Background: an optimization exercise with open tools, aiming at small area. Do not read the settings as production practice. Only simulation tests tie the RTL to the original design; equivalence was not proved.

==> zinc <==
==> flow/design.v <==
package cjg_stack_pkg;
  localparam logic [1:0] OP_NONE = 2'b00;
  localparam logic [1:0] OP_POP  = 2'b01;
  localparam logic [1:0] OP_PUSH = 2'b10;
  localparam logic [1:0] OP_REPL = 2'b11;
  function automatic int sp_width(input int addrw);
    sp_width = addrw + 1;
  endfunction
endpackage
module cjg_stack_ram #(
  parameter int unsigned WIDTH = 32,
  parameter int unsigned DEPTH = 32,
  parameter int unsigned ADDRW = 5
) (
  input  logic             clk,
  input  logic             reset,
  input  logic             we,
  input  logic [ADDRW-1:0] waddr,
  input  logic [WIDTH-1:0] wdata,
  input  logic [ADDRW-1:0] raddr,
  output logic [WIDTH-1:0] rdata
);
  logic [WIDTH-1:0] mem [DEPTH];
  always_ff @(posedge clk or negedge reset) begin
    if (!reset) begin
      for (int i = 0; i < int'(DEPTH); i++) mem[i] <= '0;
    end else if (we) begin
      mem[waddr] <= wdata;
    end
  end
  always_comb rdata = mem[raddr];
endmodule
module cjg_hw_stack #(
  parameter int unsigned WIDTH = 32,
  parameter int unsigned DEPTH = 32,
  parameter int unsigned ADDRW = 5
) (
  input  logic             clk,
  input  logic             reset,
  input  logic [WIDTH-1:0] d,
  input  logic             push,
  input  logic             pop,
  input  logic             clear,
  input  logic             err_clr,
  output logic [WIDTH-1:0] q,
  output logic [ADDRW:0]   sp,
  output logic             empty,
  output logic             full,
  output logic             overflow,
  output logic             underflow,
  input  logic             scan_in0,
  input  logic             scan_en,
  input  logic             test_mode,
  output logic             scan_out0
);
  localparam int unsigned SPW = cjg_stack_pkg::sp_width(ADDRW);
  logic [1:0]       op;
  logic [SPW-1:0]   sp_n;
  logic [WIDTH-1:0] q_n;
  logic             ov_n;
  logic             un_n;
  logic             we;
  logic [ADDRW-1:0] waddr;
  logic [ADDRW-1:0] raddr;
  logic [WIDTH-1:0] rdata;
  logic             unused_dft;
  assign unused_dft = &{1'b0, scan_in0, scan_en, test_mode};
  assign scan_out0  = 1'b0;
  assign op    = {push, pop};
  assign empty = (sp == '0);
  assign full  = (sp == SPW'(DEPTH));
  assign raddr = ADDRW'(sp - SPW'(2));
  cjg_stack_ram #(
    .WIDTH (WIDTH),
    .DEPTH (DEPTH),
    .ADDRW (ADDRW)
  ) u_ram (
    .clk   (clk),
    .reset (reset),
    .we    (we),
    .waddr (waddr),
    .wdata (d),
    .raddr (raddr),
    .rdata (rdata)
  );
  always_comb begin
    sp_n  = sp;
    q_n   = q;
    ov_n  = overflow;
    un_n  = underflow;
    we    = 1'b0;
    waddr = ADDRW'(sp);
    if (clear) begin
      sp_n = '0;
      q_n  = '0;
      ov_n = 1'b0;
      un_n = 1'b0;
    end else begin
      if (err_clr) begin
        ov_n = 1'b0;
        un_n = 1'b0;
      end
      case (op)
        cjg_stack_pkg::OP_PUSH: begin
          if (full) begin
            ov_n = 1'b1;
          end else begin
            we   = 1'b1;
            sp_n = sp + SPW'(1);
            q_n  = d;
          end
        end
        cjg_stack_pkg::OP_POP: begin
          if (empty) begin
            un_n = 1'b1;
          end else begin
            sp_n = sp - SPW'(1);
            q_n  = (sp >= SPW'(2)) ? rdata : '0;
          end
        end
        cjg_stack_pkg::OP_REPL: begin
          we  = 1'b1;
          q_n = d;
          if (empty) begin
            sp_n = SPW'(1);
          end else begin
            waddr = ADDRW'(sp - SPW'(1));
          end
        end
        default: ;
      endcase
    end
  end
  always_ff @(posedge clk or negedge reset) begin
    if (!reset) begin
      sp        <= '0;
      q         <= '0;
      overflow  <= 1'b0;
      underflow <= 1'b0;
    end else begin
      sp        <= sp_n;
      q         <= q_n;
      overflow  <= ov_n;
      underflow <= un_n;
    end
  end
endmodule
==> flow/run.sh <==
#!/bin/bash
# synth_recipe.tcl (not shown) runs the flow's synth.tcl, then flattens the netlist and writes it again
# the make line also repeats each setting of config.mk as NAME=value (left out here)
make -C /OpenROAD-flow-scripts/flow DESIGN_CONFIG=/design/flow/config.mk WORK_HOME=/design/flow/orfs CLKGATE_MAP_FILE= SYNTH_SCRIPT=/design/flow/synth_recipe.tcl finish
==> flow/config.mk <==
export PLATFORM = sky130hd
export DESIGN_NAME = cjg_hw_stack
export DESIGN_NICKNAME = cjg_hw_stack
export VERILOG_FILES = /design/flow/design.v
export SDC_FILE = /design/flow/constraint.sdc
export NUM_CORES = 4
export LEC_CHECK = 0
export CAP_MARGIN = 20
export CORE_MARGIN = 2
export CORE_UTILIZATION = 40
export SLEW_MARGIN = 20
==> flow/constraint.sdc <==
create_clock -name core_clock -period 6.0 [get_ports {clk}]
set_input_delay 1.2000 -clock core_clock [delete_from_list [all_inputs] [get_ports {clk}]]
set_output_delay 1.2000 -clock core_clock [all_outputs]
set_load 0.01 [all_outputs]
==> inputs of harbor, as changes to zinc <==
==> flow/design.v, changed modules only <==
module cjg_stack_ram #(
  parameter int unsigned WIDTH = 32,
  parameter int unsigned DEPTH = 32
) (
  input  logic [WIDTH*DEPTH-1:0] rows,
  input  logic [DEPTH-1:0]       rsel,
  output logic [WIDTH-1:0]       rdata
);
  localparam int unsigned NG = DEPTH / 3;
  localparam int unsigned NR = DEPTH - 3 * NG;
  for (genvar b = 0; b < int'(WIDTH); b++) begin : g_bit
    logic [NG+NR-1:0] grp_n;
    for (genvar g = 0; g < int'(NG); g++) begin : g_grp
      cjg_stack_aoi3 u_aoi (
        .s (rsel[3*g +: 3]),
        .x ({rows[WIDTH*(3*g+2)+b], rows[WIDTH*(3*g+1)+b], rows[WIDTH*(3*g)+b]}),
        .y (grp_n[g])
      );
    end
    for (genvar k = 0; k < int'(NR); k++) begin : g_rest
      cjg_stack_nand2 u_nand (
        .a (rsel[3*NG+k]),
        .b (rows[WIDTH*(3*NG+k)+b]),
        .y (grp_n[NG+k])
      );
    end
    assign rdata[b] = ~&grp_n;
  end
endmodule
module cjg_stack_aoi3 (
  input  logic [2:0] s,
  input  logic [2:0] x,
  output logic       y
);
  assign y = ~|(s & x);
endmodule
module cjg_stack_nand2 (
  input  logic a,
  input  logic b,
  output logic y
);
  assign y = ~(a & b);
endmodule
module cjg_stack_and2 (
  input  logic a,
  input  logic b,
  output logic y
);
  assign y = a & b;
endmodule
module cjg_hw_stack #(
  parameter int unsigned WIDTH = 32,
  parameter int unsigned DEPTH = 32,
  parameter int unsigned ADDRW = 5
) (
  input  logic             clk,
  input  logic             reset,
  input  logic [WIDTH-1:0] d,
  input  logic             push,
  input  logic             pop,
  input  logic             clear,
  input  logic             err_clr,
  output logic [WIDTH-1:0] q,
  output logic [ADDRW:0]   sp,
  output logic             empty,
  output logic             full,
  output logic             overflow,
  output logic             underflow,
  input  logic             scan_in0,
  input  logic             scan_en,
  input  logic             test_mode,
  output logic             scan_out0
);
  localparam int unsigned SPW = cjg_stack_pkg::sp_width(ADDRW);
  localparam int unsigned NLO = 4;                
  localparam int unsigned NHI = DEPTH / NLO;      
  logic [WIDTH*DEPTH-1:0] mem;
  logic [DEPTH-1:0]       rsel;
  logic [DEPTH-1:0]       wsel;
  logic [NLO-1:0]         r_lo, w_lo;
  logic [NHI-1:0]         r_hi, w_hi;
  logic                   do_push;
  logic                   do_repl;
  logic                   do_pop;
  logic                   unused_dft;
  assign unused_dft = &{1'b0, scan_in0, scan_en, test_mode};
  assign scan_out0  = 1'b0;
  assign empty = (sp == '0);
  assign full  = sp[ADDRW];
  assign do_push = push & ~clear & (~pop | empty) & ~full;
  assign do_repl = push & pop & ~clear & ~empty;
  assign do_pop  = pop & ~push & ~clear & ~empty;
  always_comb begin
    for (int j = 0; j < int'(NLO); j++) r_lo[j] = (sp[1:0] == 2'(j));
    for (int k = 0; k < int'(NHI); k++) r_hi[k] = (sp[ADDRW-1:2] == (ADDRW-2)'(k));
    for (int j = 0; j < int'(NLO); j++)
      w_lo[j] = (do_repl & r_lo[j]) | (do_push & r_lo[(j + int'(NLO) - 1) % int'(NLO)]);
    for (int k = 0; k < int'(NHI); k++)
      w_hi[k] = (do_push & r_lo[NLO-1]) ? r_hi[(k + int'(NHI) - 1) % int'(NHI)] : r_hi[k];
  end
  for (genvar i = 0; i < int'(DEPTH); i++) begin : g_sel
    cjg_stack_and2 u_rsel (.a (i == 0 ? full : r_lo[i % NLO]), .b (r_hi[i / NLO]), .y (rsel[i]));
    cjg_stack_and2 u_wsel (.a (w_lo[i % NLO]), .b (w_hi[i / NLO]), .y (wsel[i]));
  end
  for (genvar i = 0; i < int'(DEPTH); i++) begin : g_row
    always_ff @(posedge clk) begin
      if (wsel[i]) mem[WIDTH*i +: WIDTH] <= d;
    end
  end
  cjg_stack_ram #(
    .WIDTH (WIDTH),
    .DEPTH (DEPTH)
  ) u_rd (
    .rows  (mem),
    .rsel  (rsel),
    .rdata (q)
  );
  logic [SPW-1:0] all1, all0, sp_n;
  always_comb begin
    all1[0] = 1'b1;
    all0[0] = 1'b1;
    for (int i = 1; i < int'(SPW); i++) begin
      all1[i] = all1[i-1] & sp[i-1];
      all0[i] = all0[i-1] & ~sp[i-1];
    end
    for (int i = 0; i < int'(SPW); i++)
      sp_n[i] = ~clear & (sp[i] ^ ((do_push & all1[i]) | (do_pop & all0[i])));
  end
  always_ff @(posedge clk or negedge reset) begin
    if (!reset) begin
      sp        <= '0;
      overflow  <= 1'b0;
      underflow <= 1'b0;
    end else begin
      sp        <= sp_n;
      overflow  <= ~clear & ((push & ~pop & full) | (overflow & ~err_clr));
      underflow <= ~clear & ((pop & ~push & empty) | (underflow & ~err_clr));
    end
  end
endmodule
--- a/flow/config.mk
+++ b/flow/config.mk
@@ -9,3 +9,6 @@
 export CORE_MARGIN = 2
 export CORE_UTILIZATION = 40
+export CTS_CLUSTER_DIAMETER = 100
+export CTS_CLUSTER_SIZE = 30
 export SLEW_MARGIN = 20
+export SYNTH_HIERARCHICAL = 1
==> inputs of violet, as changes to zinc <==
==> flow/design.v, changed modules only <==
module cjg_stack_ram #(
  parameter int unsigned WIDTH = 32,
  parameter int unsigned DEPTH = 32
) (
  input  logic [WIDTH*DEPTH-1:0] rows,
  input  logic [DEPTH-1:0]       rsel,
  output logic [WIDTH-1:0]       rdata
);
  localparam int unsigned NG = (DEPTH + 2) / 3;
  logic [3*NG-1:0]       sel;
  logic [WIDTH*3*NG-1:0] rw;
  always_comb begin
    sel = '0;
    rw  = '0;
    sel[DEPTH-1:0]       = rsel;
    rw[WIDTH*DEPTH-1:0]  = rows;
  end
  for (genvar b = 0; b < int'(WIDTH); b++) begin : g_bit
    logic [NG-1:0] grp_n;
    for (genvar g = 0; g < int'(NG); g++) begin : g_grp
      cjg_stack_aoi3 u_aoi (
        .s (sel[3*g +: 3]),
        .x ({rw[WIDTH*(3*g+2)+b], rw[WIDTH*(3*g+1)+b], rw[WIDTH*(3*g)+b]}),
        .y (grp_n[g])
      );
    end
    assign rdata[b] = ~&grp_n;
  end
endmodule
module cjg_stack_aoi3 (
  input  logic [2:0] s,
  input  logic [2:0] x,
  output logic       y
);
  assign y = ~|(s & x);
endmodule
module cjg_hw_stack #(
  parameter int unsigned WIDTH = 32,
  parameter int unsigned DEPTH = 32,
  parameter int unsigned ADDRW = 5
) (
  input  logic             clk,
  input  logic             reset,
  input  logic [WIDTH-1:0] d,
  input  logic             push,
  input  logic             pop,
  input  logic             clear,
  input  logic             err_clr,
  output logic [WIDTH-1:0] q,
  output logic [ADDRW:0]   sp,
  output logic             empty,
  output logic             full,
  output logic             overflow,
  output logic             underflow,
  input  logic             scan_in0,
  input  logic             scan_en,
  input  logic             test_mode,
  output logic             scan_out0
);
  localparam int unsigned SPW = cjg_stack_pkg::sp_width(ADDRW);
  logic [WIDTH*DEPTH-1:0] mem;
  logic [DEPTH-1:0]       dec;
  logic [DEPTH-1:0]       rsel;
  logic [DEPTH-1:0]       wsel;
  logic                   do_push;
  logic                   do_repl;
  logic                   do_pop;
  logic                   unused_dft;
  assign unused_dft = &{1'b0, scan_in0, scan_en, test_mode};
  assign scan_out0  = 1'b0;
  assign empty = (sp == '0);
  assign full  = sp[ADDRW];
  assign do_push = push & ~clear & (~pop | empty) & ~full;
  assign do_repl = push & pop & ~clear & ~empty;
  assign do_pop  = pop & ~push & ~clear & ~empty;
  always_comb begin
    for (int i = 0; i < int'(DEPTH); i++) dec[i] = (sp[ADDRW-1:0] == ADDRW'(i));
  end
  always_comb begin
    rsel    = dec;
    rsel[0] = full;
    for (int i = 0; i < int'(DEPTH); i++)
      wsel[i] = (do_repl & dec[i]) | (do_push & dec[(i + int'(DEPTH) - 1) % int'(DEPTH)]);
  end
  for (genvar i = 0; i < int'(DEPTH); i++) begin : g_row
    always_ff @(posedge clk) begin
      if (wsel[i]) mem[WIDTH*i +: WIDTH] <= d;
    end
  end
  cjg_stack_ram #(
    .WIDTH (WIDTH),
    .DEPTH (DEPTH)
  ) u_rd (
    .rows  (mem),
    .rsel  (rsel),
    .rdata (q)
  );
  always_ff @(posedge clk or negedge reset) begin
    if (!reset) begin
      sp        <= '0;
      overflow  <= 1'b0;
      underflow <= 1'b0;
    end else begin
      if (clear) sp <= '0;
      else if (do_push) sp <= sp + SPW'(1);
      else if (do_pop) sp <= sp - SPW'(1);
      overflow  <= ~clear & ((push & ~pop & full) | (overflow & ~err_clr));
      underflow <= ~clear & ((pop & ~push & empty) | (underflow & ~err_clr));
    end
  end
endmodule
--- a/flow/config.mk
+++ b/flow/config.mk
@@ -10,2 +10,3 @@
 export CORE_UTILIZATION = 40
 export SLEW_MARGIN = 20
+export SYNTH_HIERARCHICAL = 1
==> flow_summary.ini <==
[yosys]
synth-compound-area-share_pct = 9.840
yosysTopAreaCellShare_pct = 54.70
post_synth_and_or_nand_nor_area_fraction_pct = 6.221

[worst_setup_path]
cp.arrival_ns = 5.25
timing_worst_setup_path_type = flip-flop to flip-flop

[final_layout]
area_growth_syn_to_layout_pct = 13.58
nNetsFinal = 3886
layout_commonest_cell = sky130_fd_sc_hd__dfrtp_1
multiInputGateArea_um2 = 20550

[clocking]
cts_buffers = 112

[pwr]
comb_power_share_pct = 31.5
powerClk_mw = 7.03
pwr_density_cell_nw_per_um2 = 449.5

[placed_design]
pre_cts_slack_ns = 1.159

[grt]
globalRouteMet3Util_pct = 5.876
global_route.usage.met2_pct = 42.12

[status]
run_status = finished clean

[die]
floorplan.core_area_um2 = 120300

[sta]
finalCriticalPeriod_ns = 4.612

[hold_path]
hold_path.startpoint = u_ram.mem[0][0]
(the above is from zinc)
==> flow_summary.ini <==
[status]
run_status = finished clean

[worst_setup_path]
cp.arrival_ns = 4.20
timing_worst_setup_path_type = flip-flop to output pin

[pwr]
pwr_density_cell_nw_per_um2 = 289.7
powerClk_mw = 3.35
comb_power_share_pct = 2.5

[final_layout]
layout_commonest_cell = sky130_fd_sc_hd__edfxtp_1
multiInputGateArea_um2 = 5238
area_growth_syn_to_layout_pct = 10.49
nNetsFinal = 1913

[placed_design]
pre_cts_slack_ns = 1.377

[grt]
globalRouteMet3Util_pct = 2.733

[sta]
finalCriticalPeriod_ns = 5.402

[yosys]
yosysTopAreaCellShare_pct = 84.96
post_synth_and_or_nand_nor_area_fraction_pct = 4.799
synth-compound-area-share_pct = 9.341

[clocking]
cts_buffers = 40
(the above is from harbor)
==> flow_summary.ini <==
[status]
run_status = finished clean

[yosys]
synth-compound-area-share_pct = 10.29
yosysTopAreaCellShare_pct = 84.89
post_synth_and_or_nand_nor_area_fraction_pct = 3.620

[clocking]
cts_buffers = 99

[hold_path]
hold_path.startpoint = overflow

[sta]
finalCriticalPeriod_ns = 5.698

[grt]
global_route.usage.met2_pct = 36.56
globalRouteMet3Util_pct = 4.304

[final_layout]
multiInputGateArea_um2 = 5941
nNetsFinal = 2046
layout_commonest_cell = sky130_fd_sc_hd__edfxtp_1

[pwr]
comb_power_share_pct = 16.7
powerClk_mw = 6.10

[die]
floorplan.core_area_um2 = 89870

[worst_setup_path]
cp.arrival_ns = 4.50
(the above is from violet)

==> re-timing with driven ports <==
In the flow no input, the clock included, has a driving cell. The finished layouts below were timed again as built, in two steps.
Step 1 assumes that a clkbuf_16 drives the clock port and a buf_2 every other input.
Step 2 times the ports against the registers' clock, not the clock port: input delays grow and output delays shrink by t, the midpoint of the rising clock arrivals with the driver on.
a / b / c = ideal / step 1 / step 2; a / b = the first two.
run | shift t [ns] | slack for setup (ns) | clock arrival spread, ns | slew at the worst register clock pin (ns)
zinc | 0.784 | 1.388 / 1.388 / 1.071 | 0.037 / 0.037 | 0.06 / 0.06
harbor | 0.682 | 0.598 / 0.531 / 1.213 | 0.022 / 0.022 | 0.12 / 0.12
violet | 0.722 | 0.302 / 0.237 / 0.959 | 0.033 / 0.034 | 0.06 / 0.06
After both steps every run listed still meets setup and hold. The setup slack of zinc, which loses most, moves by 0.000 ns with the drivers and by -0.317 ns with both steps.
